This is an optimization exercise on Yosys and OpenROAD, whose aim is small area and a short achievable clock period, not a production implementation.
Only simulation tests tie the RTL to the original design; equivalence was not proved.
Power and IR drop assume default switching activity.

## trial 40
==> flow/design.v (excerpt) <==
module md4_stream_driver #(
  parameter int unsigned MSG_DEPTH  = 256,
  parameter int unsigned ADDR_W     = 8,
  parameter int unsigned SIZE_W     = 64,
  parameter int unsigned HASH_BYTES = 16
) (
  input  logic                    CLK,
  input  logic                    RESET_N,
  input  logic                    WR_EN,
  input  logic [ADDR_W-1:0]       WR_ADDR,
  input  logic [7:0]              WR_DATA,
  input  logic [SIZE_W-1:0]       MSG_LEN,
  input  logic                    START,
  output logic                    BUSY,
  output logic                    DONE,
  output logic                    ERROR,
  output logic [8*HASH_BYTES-1:0] DIGEST,
  output logic                    HC_START,
  input  logic                    HC_BUSY,
  input  logic                    HC_DONE,
  output logic [SIZE_W-1:0]       HC_SIZE,
  output logic [7:0]              HC_IN_BYTE,
  output logic                    HC_IN_EMPTY,
  input  logic                    HC_IN_READ,
  input  logic [7:0]              HC_OUT_BYTE,
  output logic                    HC_OUT_FULL,
  input  logic                    HC_OUT_WRITE
);
Size: ~2300 flip-flops, ~300 I/O pins, roughly 84000 um2 of cells after synthesis.
==> flow/config.mk <==
export PLATFORM = sky130hd
export DESIGN_NAME = md4_stream_driver
export DESIGN_NICKNAME = md4_stream_driver
export VERILOG_FILES = /design/flow/design.v
export SDC_FILE = /design/flow/constraint.sdc
export NUM_CORES = 4
export LEC_CHECK = 0
export CAP_MARGIN = 20
export CORE_MARGIN = 2
export CORE_UTILIZATION = 60
export SETUP_SLACK_MARGIN = 3.0
export SLEW_MARGIN = 20
export SYNTH_HIERARCHICAL = 1
==> flow/constraint.sdc <==
create_clock -name core_clock -period 5.5 [get_ports {CLK}]
set_input_delay 1.1000 -clock core_clock [delete_from_list [all_inputs] [get_ports {CLK}]]
set_output_delay 1.1000 -clock core_clock [all_outputs]
set_load 0.01 [all_outputs]
standard.sh (not shown) runs the stock make flow with config.mk's settings and CLKGATE_MAP_FILE= SYNTH_SCRIPT=/design/flow/synth_recipe.tcl, a recipe that flattens the netlist after the stock synthesis.
==> flow/flow/run.sh <==
#!/bin/bash
# Standard ORFS layout (the standard.sh) with two changes:
#  - ports are buffered with buf_1 instead of the default delay buffer;
#  - clock tree synthesis clusters up to 24 sinks per leaf buffer within
#    70 um and inserts no dummy loads.
set -euo pipefail
export BUFFER_PORTS_ARGS="-buffer_cell sky130_fd_sc_hd__buf_1"
export CTS_ARGS="-sink_clustering_enable -repair_clock_nets -dont_use_dummy_load -sink_clustering_size 24 -sink_clustering_max_diameter 70"
bash standard.sh > standard_flow.log 2>&1
The inputs of build 85 differ from those of trial 40 as listed below.
Settings: CORE_UTILIZATION: 60 -> 55.
==> flow/flow/run.sh <==
#!/bin/bash
# Standard ORFS layout (the standard.sh) with two changes:
#  - ports are buffered with buf_1 instead of the default delay buffer;
#  - clock tree synthesis clusters up to 30 sinks per leaf buffer within
#    80 um and inserts no dummy loads.
set -euo pipefail
export BUFFER_PORTS_ARGS="-buffer_cell sky130_fd_sc_hd__buf_1"
export CTS_ARGS="-sink_clustering_enable -repair_clock_nets -dont_use_dummy_load -sink_clustering_size 30 -sink_clustering_max_diameter 80"
bash standard.sh > standard_flow.log 2>&1
==> summary.txt <==
- Global placement routability congestion essentially unchanged between trial 40 and build 85.
- Cell area on build 85 is ahead of trial 40.
- ~same proportion of final cell area spent on non-clock buffers in trial 40 and build 85
- Diff build 85..trial 40 | via count of the first global-routing pass | negligible
- Build 85 vs trial 40: sum of met3 wire segment lengths after detailed routing down by a few percent
- As of build 85, first-pass GRT wire length had risen slightly compared to trial 40.
- Build 85 vs trial 40, setup slack of the critical path after layout went down by 0.0080 ns.
- Number of inserted diodes: build 85 < trial 40
- Compare trial 40 and build 85 | power dissipated by switching net loads lower: build 85
- When build 85 is set beside trial 40, its power turns out to be about 4.4% smaller.

* * *

Setup of v1:
md4_stream_driver, a different RTL version from the one above (not shown whole).
For scale: ~2400 flip-flops, about 300 I/O pins.
Settings: LEC_CHECK=0, CAP_MARGIN=20, CORE_MARGIN=2, CORE_UTILIZATION=60, SETUP_SLACK_MARGIN=3.2, SLEW_MARGIN=20, SYNTH_HIERARCHICAL=1; clock period 5.5 ns.
==> flow/flow/run.sh <==
#!/bin/bash
# Standard ORFS layout (the standard.sh) with two changes:
#  - ports are buffered with buf_2 instead of the default delay buffer;
#  - clock tree synthesis clusters up to 30 sinks per leaf buffer within
#    80 um and inserts no dummy loads.
set -euo pipefail
export BUFFER_PORTS_ARGS="-buffer_cell sky130_fd_sc_hd__buf_2"
export CTS_ARGS="-sink_clustering_enable -repair_clock_nets -dont_use_dummy_load -sink_clustering_size 30 -sink_clustering_max_diameter 80"
bash standard.sh > standard_flow.log 2>&1
--- input diff v1..v27 ---
- changing SETUP_SLACK_MARGIN from 3.2 to 3.0
- changing CORE_UTILIZATION from 60 to 50
==> flow/flow/run.sh <==
#!/bin/bash
# Standard ORFS layout (the standard.sh) with two changes:
#  - ports are buffered with buf_1 instead of the default delay buffer;
#  - clock tree synthesis clusters up to 30 sinks per leaf buffer within
#    80 um and inserts no dummy loads.
set -euo pipefail
export BUFFER_PORTS_ARGS="-buffer_cell sky130_fd_sc_hd__buf_1"
export CTS_ARGS="-sink_clustering_enable -repair_clock_nets -dont_use_dummy_load -sink_clustering_size 30 -sink_clustering_max_diameter 80"
bash standard.sh > standard_flow.log 2>&1
Findings:
- Looking at the reports, v27 completed the entire flow and the layout it produced met the timing, DRC and antenna checks.
- Clock buffer instance count of the final layout: v27 vs v1 up 10
- v27 vs v1, class of the tightest hold or removal check: flop to flop vs input pin to flop
- Against v1 as the reference, v27 delivers a lower layout overhead on the synthesized area.
- Between v1 and v27, sequential fraction of total cell area is higher for v27, v1 comes in under that.
- NOTE power density normalized to cell area v1->v27 increased by a few percent
- Looking at v1 and v27, the summed negative setup slack over all endpoints is a wash.
- Total detailed-routing wirelength: lower on v27
- Signal arrival time at the worst endpoint was higher in v1 than in v27.
Here is what was changed in the inputs of v40 compared with v27.
- CORE_UTILIZATION now 60, was 50
==> flow/flow/run.sh <==
#!/bin/bash
# Standard ORFS layout (the standard.sh) with two changes:
#  - ports are buffered with buf_2 instead of the default delay buffer;
#  - clock tree synthesis clusters up to 30 sinks per leaf buffer within
#    80 um and inserts no dummy loads.
set -euo pipefail
export BUFFER_PORTS_ARGS="-buffer_cell sky130_fd_sc_hd__buf_2"
export CTS_ARGS="-sink_clustering_enable -repair_clock_nets -dont_use_dummy_load -sink_clustering_size 30 -sink_clustering_max_diameter 80"
bash standard.sh > standard_flow.log 2>&1
[summary]
v40 ran to completion and came out clean on the timing, DRC and antenna checks.
Going from v27 to v40, the number of buffers created by CTS was found to have gone down by 12.
v40 ended with less first-pass GRT wire length than v27.
The data arrival at the endpoint of the critical path of v27 and that of v40 are within noise of each other.
flop to flop as the type of the tightest min-delay check was reported by v27, and input pin to flop by v40.
diff inputs: v40 => v41
==> flow/flow/run.sh <==
#!/bin/bash
# Standard ORFS layout (the standard.sh) with two changes:
#  - ports are buffered with buf_1 instead of the default delay buffer;
#  - clock tree synthesis clusters up to 30 sinks per leaf buffer within
#    80 um and inserts no dummy loads.
set -euo pipefail
export BUFFER_PORTS_ARGS="-buffer_cell sky130_fd_sc_hd__buf_1"
export CTS_ARGS="-sink_clustering_enable -repair_clock_nets -dont_use_dummy_load -sink_clustering_size 30 -sink_clustering_max_diameter 80"
bash standard.sh > standard_flow.log 2>&1
--- outcome ---
- v41 vs. v40: number of buffer and inverter stages on the critical path roughly the same; part of the power in the clock network saw an increase; post-route fraction of the period consumed by the critical path rose 0.25 points; max-cap violation count now sits at about the same level.
- r_part_n[17] as the timing endpoint of the critical path was reported by v40, and r_part_n[5] by v41.
- v41 vs v40 — total routed wirelength rose 770 um.
- Diff v40..v41 | maximum root-to-sink buffer count | unchanged
What v13 does differently from v41 at the input level:
- SETUP_SLACK_MARGIN now 3.1, was 3.0
## What came out
Of v13 and v41, the higher leakage power belongs to v13.
Comparing v13 against v41, there is no change at all in proportion of synthesized chip area in sequential cells.
v13 ends up with lower fill cell instance count of the final layout than v41 does.
The final layout from v13, which completed every stage, passed the timing, DRC and antenna checks at the end of the flow.
Diff v41 -> v13: sequential share of layout area -0.47 points, global routing usage on met1 rose by 1.2 points, critical-path maximum fanout fell 3, non-clock buffer instance count of the final layout went up 22, total power about even.
v13 reports a higher final cell count than v41 does.

## static timing again, ports no longer ideal
No port has a modelled driver above. Below, the same layouts with a new extraction and two added sets of constraints.
Step 1 (the two cells are an assumption about what drives the block):
set clk [get_ports {CLK}]
set_driving_cell -lib_cell sky130_fd_sc_hd__clkbuf_16 $clk
set_driving_cell -lib_cell sky130_fd_sc_hd__buf_2 [delete_from_list [all_inputs] $clk]
Step 2 adds t to the input delays and takes it off the output delays; t is the mean of the earliest and latest rising clock arrival at the registers after step 1. Input paths then give back, and output paths get back, about the clock's delay inside the block.
a / b / c = no drivers / after step 1 / after step 2; a / b = the first two.
run	t (ns)	setup WS [ns]	latest minus earliest clock arrival (ns)
trial 40	0.842	2.921 / 2.921 / 2.304	0.057 / 0.056
build 85	0.820	2.913 / 2.913 / 2.322	0.071 / 0.072
v1	0.810	2.900 / 2.950 / 2.140	0.073 / 0.073
v27	0.820	2.967 / 2.967 / 2.319	0.104 / 0.104
v40	0.803	2.963 / 2.963 / 2.284	0.084 / 0.085
v41	0.821	2.949 / 2.934 / 2.302	0.074 / 0.074
v13	0.804	2.932 / 2.986 / 2.187	0.104 / 0.104
After both steps every run listed still meets setup and hold. For v1, which loses most, drivers alone change the setup slack by +0.050 ns; drivers and shift together by -0.760 ns.
